Context: an optimization exercise on an open-source flow, tuned for small area, a short achievable clock period and few clock cycles per item. The choices shown serve that exercise and are no tape-out recipe.
Function was checked by simulation only, so behaviour that the tests miss may differ from the original.
Power is estimated from default activity; no workload was simulated.

==> flow/design.v <==
module ex_stage_md #(
   parameter int WIDTH   = 32,
   parameter int SHAMT_W = 5,
   parameter int REG_W   = 5,
   parameter int CTRL_W  = 10
) (
   input  logic              clk,
   input  logic              rst_n,
   input  logic              in_valid,
   input  logic [WIDTH-1:0]  a_operand,
   input  logic [WIDTH-1:0]  b_operand,
   input  logic [WIDTH-1:0]  imm_ext,
   input  logic [WIDTH-1:0]  pc_plus4,
   input  logic [WIDTH-1:0]  fwd_mem,
   input  logic [WIDTH-1:0]  fwd_wb,
   input  logic [1:0]        fwd_a_sel,
   input  logic [1:0]        fwd_b_sel,
   input  logic              alu_src,
   input  logic              reg_dest,
   input  logic [REG_W-1:0]  dest_rd,
   input  logic [REG_W-1:0]  dest_rt,
   input  logic [4:0]        alu_sel,
   input  logic [CTRL_W-1:0] ctrl_in,
   input  logic              stall_in,
   output logic [WIDTH-1:0]  alu_out,
   output logic [WIDTH-1:0]  data_to_write,
   output logic [REG_W-1:0]  reg_to_write,
   output logic [WIDTH-1:0]  pc_plus4_o,
   output logic [CTRL_W-1:0] ctrl_out,
   output logic              out_valid,
   output logic              md_busy,
   output logic              md_stall,
   output logic [REG_W-1:0]  dest_hz
);
   localparam int MUL_K = 4;
   localparam int MUL_N = WIDTH / MUL_K;
   localparam logic [4:0] OP_ADD   = 5'd6;
   localparam logic [4:0] OP_SUB   = 5'd7;
   localparam logic [4:0] OP_AND   = 5'd8;
   localparam logic [4:0] OP_OR    = 5'd9;
   localparam logic [4:0] OP_XOR   = 5'd10;
   localparam logic [4:0] OP_NOR   = 5'd11;
   localparam logic [4:0] OP_SLT   = 5'd12;
   localparam logic [4:0] OP_LUI   = 5'd13;
   localparam logic [4:0] OP_LINK  = 5'd14;
   localparam logic [4:0] OP_SLTU  = 5'd15;
   localparam logic [4:0] OP_MULT  = 5'd16;
   localparam logic [4:0] OP_DIV   = 5'd18;
   localparam logic [4:0] OP_DIVU  = 5'd19;
   localparam logic [4:0] OP_MFHI  = 5'd20;
   localparam logic [4:0] OP_MFLO  = 5'd21;
   logic [WIDTH-1:0] src_a, src_b, op_b;
   always_comb begin
      src_a = a_operand;
      if (fwd_a_sel[1])      src_a = fwd_mem;
      else if (fwd_a_sel[0]) src_a = fwd_wb;
      src_b = b_operand;
      if (fwd_b_sel[1])      src_b = fwd_mem;
      else if (fwd_b_sel[0]) src_b = fwd_wb;
      op_b = alu_src ? imm_ext : src_b;
   end
   logic [REG_W-1:0] dest;
   assign dest = (alu_sel == OP_LINK) ? '1 : (reg_dest ? dest_rd : dest_rt);
   logic             sh_var, sh_left, sh_arith;
   logic [4:0]       shamt;
   logic             sh_fill;
   logic [WIDTH-1:0] sh_in, sh_tmp, sh_rev, sh_res;
   always_comb begin
      sh_var   = (alu_sel == 5'd3) || (alu_sel == 5'd4) || (alu_sel == 5'd5);
      sh_left  = (alu_sel == 5'd0) || (alu_sel == 5'd3) || (alu_sel == OP_LUI);
      sh_arith = (alu_sel == 5'd2) || (alu_sel == 5'd5);
      if (alu_sel == OP_LUI) shamt = 5'd16;
      else if (sh_var)       shamt = src_a[4:0];
      else                   shamt = imm_ext[10:6];
      for (int i = 0; i < WIDTH; i++) sh_rev[i] = op_b[WIDTH-1-i];
      sh_fill = sh_arith & op_b[WIDTH-1];
      sh_in   = sh_left ? sh_rev : op_b;
      for (int k = 0; k < 5; k++) begin
         for (int i = 0; i < WIDTH; i++)
            sh_tmp[i] = (i + (1 << k) < WIDTH) ? sh_in[(i + (1 << k)) % WIDTH] : sh_fill;
         if (shamt[k]) sh_in = sh_tmp;
      end
      for (int i = 0; i < WIDTH; i++) sh_rev[i] = sh_in[WIDTH-1-i];
      sh_res = sh_left ? sh_rev : sh_in;
   end
   logic             mf_rd, md_code, add_alt, do_sub, add_cin, lt_s, lt_u;
   logic [WIDTH-1:0] hi_q, lo_q, add_a, add_b, alu_res;
   logic [WIDTH:0]   addsub;
   logic             is_div_q, neg_lo_q, neg_hi_q;
   always_comb begin
      mf_rd   = (alu_sel == OP_MFHI) || (alu_sel == OP_MFLO);
      md_code = (alu_sel[4:2] == 3'b100);
      add_alt = mf_rd | md_code;
      add_a   = add_alt ? '0 : src_a;
      if (mf_rd)        add_b = alu_sel[0] ? lo_q : hi_q;
      else if (md_code) add_b = src_a;
      else              add_b = op_b;
      if (mf_rd)        do_sub = alu_sel[0] ? neg_lo_q : neg_hi_q;
      else              do_sub = (alu_sel != OP_ADD);
      add_cin = do_sub & ~(mf_rd & ~alu_sel[0] & ~is_div_q & (lo_q != '0));
      addsub  = {1'b0, add_a} + {1'b0, do_sub ? ~add_b : add_b} + {{WIDTH{1'b0}}, add_cin};
      lt_u    = ~addsub[WIDTH];
      lt_s    = (src_a[WIDTH-1] ^ op_b[WIDTH-1]) ? src_a[WIDTH-1] : addsub[WIDTH-1];
   end
   always_comb begin
      case (alu_sel)
         5'd0, 5'd1, 5'd2, 5'd3, 5'd4, 5'd5, OP_LUI:
                  alu_res = sh_res;
         OP_ADD, OP_SUB, OP_MFHI, OP_MFLO:
                  alu_res = addsub[WIDTH-1:0];
         OP_AND:  alu_res = src_a & op_b;
         OP_OR:   alu_res = src_a | op_b;
         OP_XOR:  alu_res = src_a ^ op_b;
         OP_NOR:  alu_res = ~(src_a | op_b);
         OP_SLT:  alu_res = {{(WIDTH-1){1'b0}}, lt_s};
         OP_SLTU: alu_res = {{(WIDTH-1){1'b0}}, lt_u};
         OP_LINK: alu_res = pc_plus4;
         default: alu_res = '0;
      endcase
   end
   logic busy_q, is_md_op, is_md_any, md_stall_w, accept, md_start;
   assign is_md_op   = (alu_sel[4:2] == 3'b100);
   assign is_md_any  = is_md_op || (alu_sel == OP_MFHI) || (alu_sel == OP_MFLO);
   assign md_stall_w = in_valid & busy_q & is_md_any;
   assign accept     = in_valid & ~md_stall_w & ~stall_in;
   assign md_start   = accept & is_md_op;
   logic [WIDTH-1:0]  alu_out_q, data_q, pc_q;
   logic [REG_W-1:0]  reg_q;
   logic [CTRL_W-1:0] ctrl_q;
   logic              vld_q;
   always_ff @(posedge clk or negedge rst_n) begin
      if (!rst_n) begin
         ctrl_q <= '0;
         vld_q  <= 1'b0;
      end else if (!stall_in) begin
         ctrl_q <= accept ? ctrl_in : '0;
         vld_q  <= accept;
      end
   end
   always_ff @(posedge clk) begin
      if (!stall_in) begin
         alu_out_q <= alu_res;
         data_q    <= src_b;
         reg_q     <= dest;
         pc_q      <= pc_plus4;
      end
   end
   localparam int SKIP = 8;
   logic [WIDTH-1:0] md_q;
   logic [5:0]       cnt_q;
   logic             sgn_q;
   logic             signed_op, start_div, a_neg, b_neg, b_zero;
   logic [WIDTH-1:0] a_mag;
   assign signed_op = (alu_sel == OP_MULT) || (alu_sel == OP_DIV);
   assign start_div = (alu_sel == OP_DIV) || (alu_sel == OP_DIVU);
   assign a_neg     = signed_op & src_a[WIDTH-1];
   assign b_neg     = signed_op & src_b[WIDTH-1];
   assign b_zero    = (src_b == '0);
   assign a_mag     = a_neg ? addsub[WIDTH-1:0] : src_a;
   logic                   hi_ext, md_ext;
   logic [WIDTH+MUL_K:0]   mul_t;
   logic [WIDTH-1:0]       mul_hi, mul_lo;
   always_comb begin
      hi_ext = sgn_q & hi_q[WIDTH-1];
      md_ext = sgn_q & md_q[WIDTH-1];
      mul_t  = {{MUL_K{hi_ext}}, hi_ext, hi_q};
      for (int i = 0; i < MUL_K; i++)
         mul_t = mul_t + (({{(MUL_K+1){md_ext}}, md_q} & {(WIDTH+MUL_K+1){lo_q[i]}}) << i);
      mul_hi = mul_t[WIDTH+MUL_K-1:MUL_K];
      mul_lo = {mul_t[MUL_K-1:0], lo_q[WIDTH-1:MUL_K]};
   end
   logic             d_pos;
   logic [WIDTH-1:0] d_x;
   assign d_pos = ~(sgn_q & md_q[WIDTH-1]);
   assign d_x   = md_q ^ {WIDTH{d_pos}};
   function automatic logic below_d(input logic [WIDTH-1:0] v);
      logic [WIDTH+1:0] t;
      t = {1'b0, v, 1'b1} + {1'b1, d_x, d_pos};
      below_d = t[WIDTH+1];
   endfunction
   logic [WIDTH:0]   div_s1;
   logic [WIDTH+1:0] div_s2;
   logic [WIDTH+2:0] div_t1, div_t2;
   logic             div_ge1, div_ge2, div_two;
   always_comb begin
      div_s1  = {hi_q, lo_q[WIDTH-1]};
      div_s2  = {hi_q, lo_q[WIDTH-1 -: 2]};
      div_t1  = {1'b0, div_s1, 1'b1} + {2'b11, d_x, d_pos};
      div_t2  = {div_s2, 1'b1} + {2'b11, d_x, d_pos};
      div_ge1 = ~div_t1[WIDTH+2];
      div_ge2 = ~div_t2[WIDTH+2];
      div_two = ~div_ge1 & (cnt_q >= 6'd2);
   end
   logic skip;
   assign skip = (hi_q[WIDTH-1 -: SKIP] == '0)
               && below_d({hi_q[WIDTH-SKIP-1:0], lo_q[WIDTH-1 -: SKIP]})
               && (cnt_q >= 6'(SKIP));
   logic [5:0] md_take, cnt_next;
   always_comb begin
      if (!is_div_q)    md_take = 6'd1;
      else if (skip)    md_take = 6'(SKIP);
      else if (div_two) md_take = 6'd2;
      else              md_take = 6'd1;
      cnt_next = cnt_q - md_take;
   end
   always_ff @(posedge clk or negedge rst_n) begin
      if (!rst_n) begin
         hi_q     <= '0;
         lo_q     <= '0;
         busy_q   <= 1'b0;
         neg_lo_q <= 1'b0;
         neg_hi_q <= 1'b0;
      end else if (md_start) begin
         hi_q     <= '0;
         lo_q     <= a_mag;
         busy_q   <= 1'b1;
         neg_lo_q <= start_div ? ((a_neg ^ b_neg) & ~b_zero) : a_neg;
         neg_hi_q <= a_neg;
      end else if (busy_q) begin
         if (!is_div_q) begin
            hi_q  <= mul_hi;
            lo_q  <= mul_lo;
         end else if (skip) begin
            hi_q  <= {hi_q[WIDTH-SKIP-1:0], lo_q[WIDTH-1 -: SKIP]};
            lo_q  <= {lo_q[WIDTH-SKIP-1:0], {SKIP{1'b0}}};
         end else if (div_ge1) begin
            hi_q  <= div_t1[WIDTH:1];
            lo_q  <= {lo_q[WIDTH-2:0], 1'b1};
         end else if (div_two) begin
            hi_q  <= div_ge2 ? div_t2[WIDTH:1] : div_s2[WIDTH-1:0];
            lo_q  <= {lo_q[WIDTH-3:0], 1'b0, div_ge2};
         end else begin
            hi_q  <= div_s1[WIDTH-1:0];
            lo_q  <= {lo_q[WIDTH-2:0], 1'b0};
         end
         if (cnt_next == 6'd0) busy_q <= 1'b0;
      end
   end
   always_ff @(posedge clk) begin
      if (md_start) begin
         md_q     <= src_b;
         cnt_q    <= start_div ? 6'(WIDTH) : 6'(MUL_N);
         is_div_q <= start_div;
         sgn_q    <= signed_op;
      end else if (busy_q) begin
         cnt_q    <= cnt_next;
      end
   end
   assign alu_out       = alu_out_q;
   assign data_to_write = data_q;
   assign reg_to_write  = reg_q;
   assign pc_plus4_o    = pc_q;
   assign ctrl_out      = ctrl_q;
   assign out_valid     = vld_q;
   assign md_busy       = busy_q;
   assign md_stall      = md_stall_w;
   assign dest_hz       = dest;
endmodule
Settings: LEC_CHECK=0, ABC_CLOCK_PERIOD_IN_PS=4500, CAP_MARGIN=20, CORE_MARGIN=2, CORE_UTILIZATION=40, SETUP_SLACK_MARGIN=2.5, SLEW_MARGIN=20; clock period 7.0 ns.
standard.sh (not shown) runs the stock make flow with config.mk's settings and CLKGATE_MAP_FILE= SYNTH_SCRIPT=/design/flow/synth_recipe.tcl, a recipe that flattens the netlist after the stock synthesis.
==> flow/flow/run.sh <==
#!/bin/bash
# The standard layout (standard.sh: the standard flow's synthesis and ORFS flow, unchanged), except that
# the port buffers placed on every input and output are the smallest buffer, buf_1, instead
# of the delay buffer ORFS picks; timing repair still resizes any that need more drive.
set -euo pipefail
export BUFFER_PORTS_ARGS="-buffer_cell sky130_fd_sc_hd__buf_1"
bash standard.sh > standard.log 2>&1
Testbench counts at the start, summed over its fixed seeds: cycles 3,876, items 3,200.
Rerun with:
--- a/flow/design.v
+++ b/flow/design.v
@@ -86,6 +86,7 @@
    logic             mf_rd, md_code, add_alt, do_sub, add_cin, lt_s, lt_u;
    logic [WIDTH-1:0] hi_q, lo_q, add_a, add_b, alu_res;
    logic [WIDTH:0]   addsub;
+   logic [WIDTH+1:0] add_t;
    logic             is_div_q, neg_lo_q, neg_hi_q;
    always_comb begin
       mf_rd   = (alu_sel == OP_MFHI) || (alu_sel == OP_MFLO);
@@ -98,7 +99,8 @@
       if (mf_rd)        do_sub = alu_sel[0] ? neg_lo_q : neg_hi_q;
       else              do_sub = (alu_sel != OP_ADD);
       add_cin = do_sub & ~(mf_rd & ~alu_sel[0] & ~is_div_q & (lo_q != '0));
-      addsub  = {1'b0, add_a} + {1'b0, do_sub ? ~add_b : add_b} + {{WIDTH{1'b0}}, add_cin};
+      add_t   = {1'b0, add_a, 1'b1} + {1'b0, do_sub ? ~add_b : add_b, add_cin};
+      addsub  = add_t[WIDTH+1:1];
       lt_u    = ~addsub[WIDTH];
       lt_s    = (src_a[WIDTH-1] ^ op_b[WIDTH-1]) ? src_a[WIDTH-1] : addsub[WIDTH-1];
    end
Result:
- wire length rises by 6.4%
- sequential cell count stays the same
- core utilization grows by 0.48 points
- power came out higher by 3.2%
- combinational power rose by about 5%
- fmax went up by about 2%
- via count grows by about 2.3%
- cell count rises by 1.6%
- clock skew came out higher by 0.022 ns
- register-to-register slack loses 0.05 ns
- count of clock-buffer cells in the layout is lower by 2
- critical path depth came out lower by 3
- die area went up by 0.72%
- sequential power falls by about 3%
Testbench counts after the change, summed over its fixed seeds: cycles 3,876, items 3,200.

-- afterwards: timing with drivers on the ports --
No port has a modelled driver above. Below, the same layouts with a new extraction and two added sets of constraints.
Step 1: set_driving_cell puts a clkbuf_16 on clk and a buf_2 on each other input, an assumption about the parent block.
Step 2 adds t to the input delays and takes it off the output delays; t is the mean of the earliest and latest rising clock arrival at the registers after step 1. Input paths then give back, and output paths get back, about the clock's delay inside the block.
a / b / c = no drivers / after step 1 / after step 2; a / b = the first two.
run | shift t [ns] | slack for setup (ns) | worst setup path after step 2 | latest minus earliest clock arrival (ns) | worst data-port slew with drivers (ns)
the first run | 0.661 | 1.908 / 1.938 / 1.277 | input to register | 0.022 / 0.022 | 0.11
the second run | 0.661 | 2.010 / 1.960 / 1.299 | input to register | 0.044 / 0.044 | 0.13
After both steps every run listed still meets setup and hold. For the second run, which loses most, drivers alone change the setup slack by -0.050 ns; drivers and shift together by -0.711 ns.
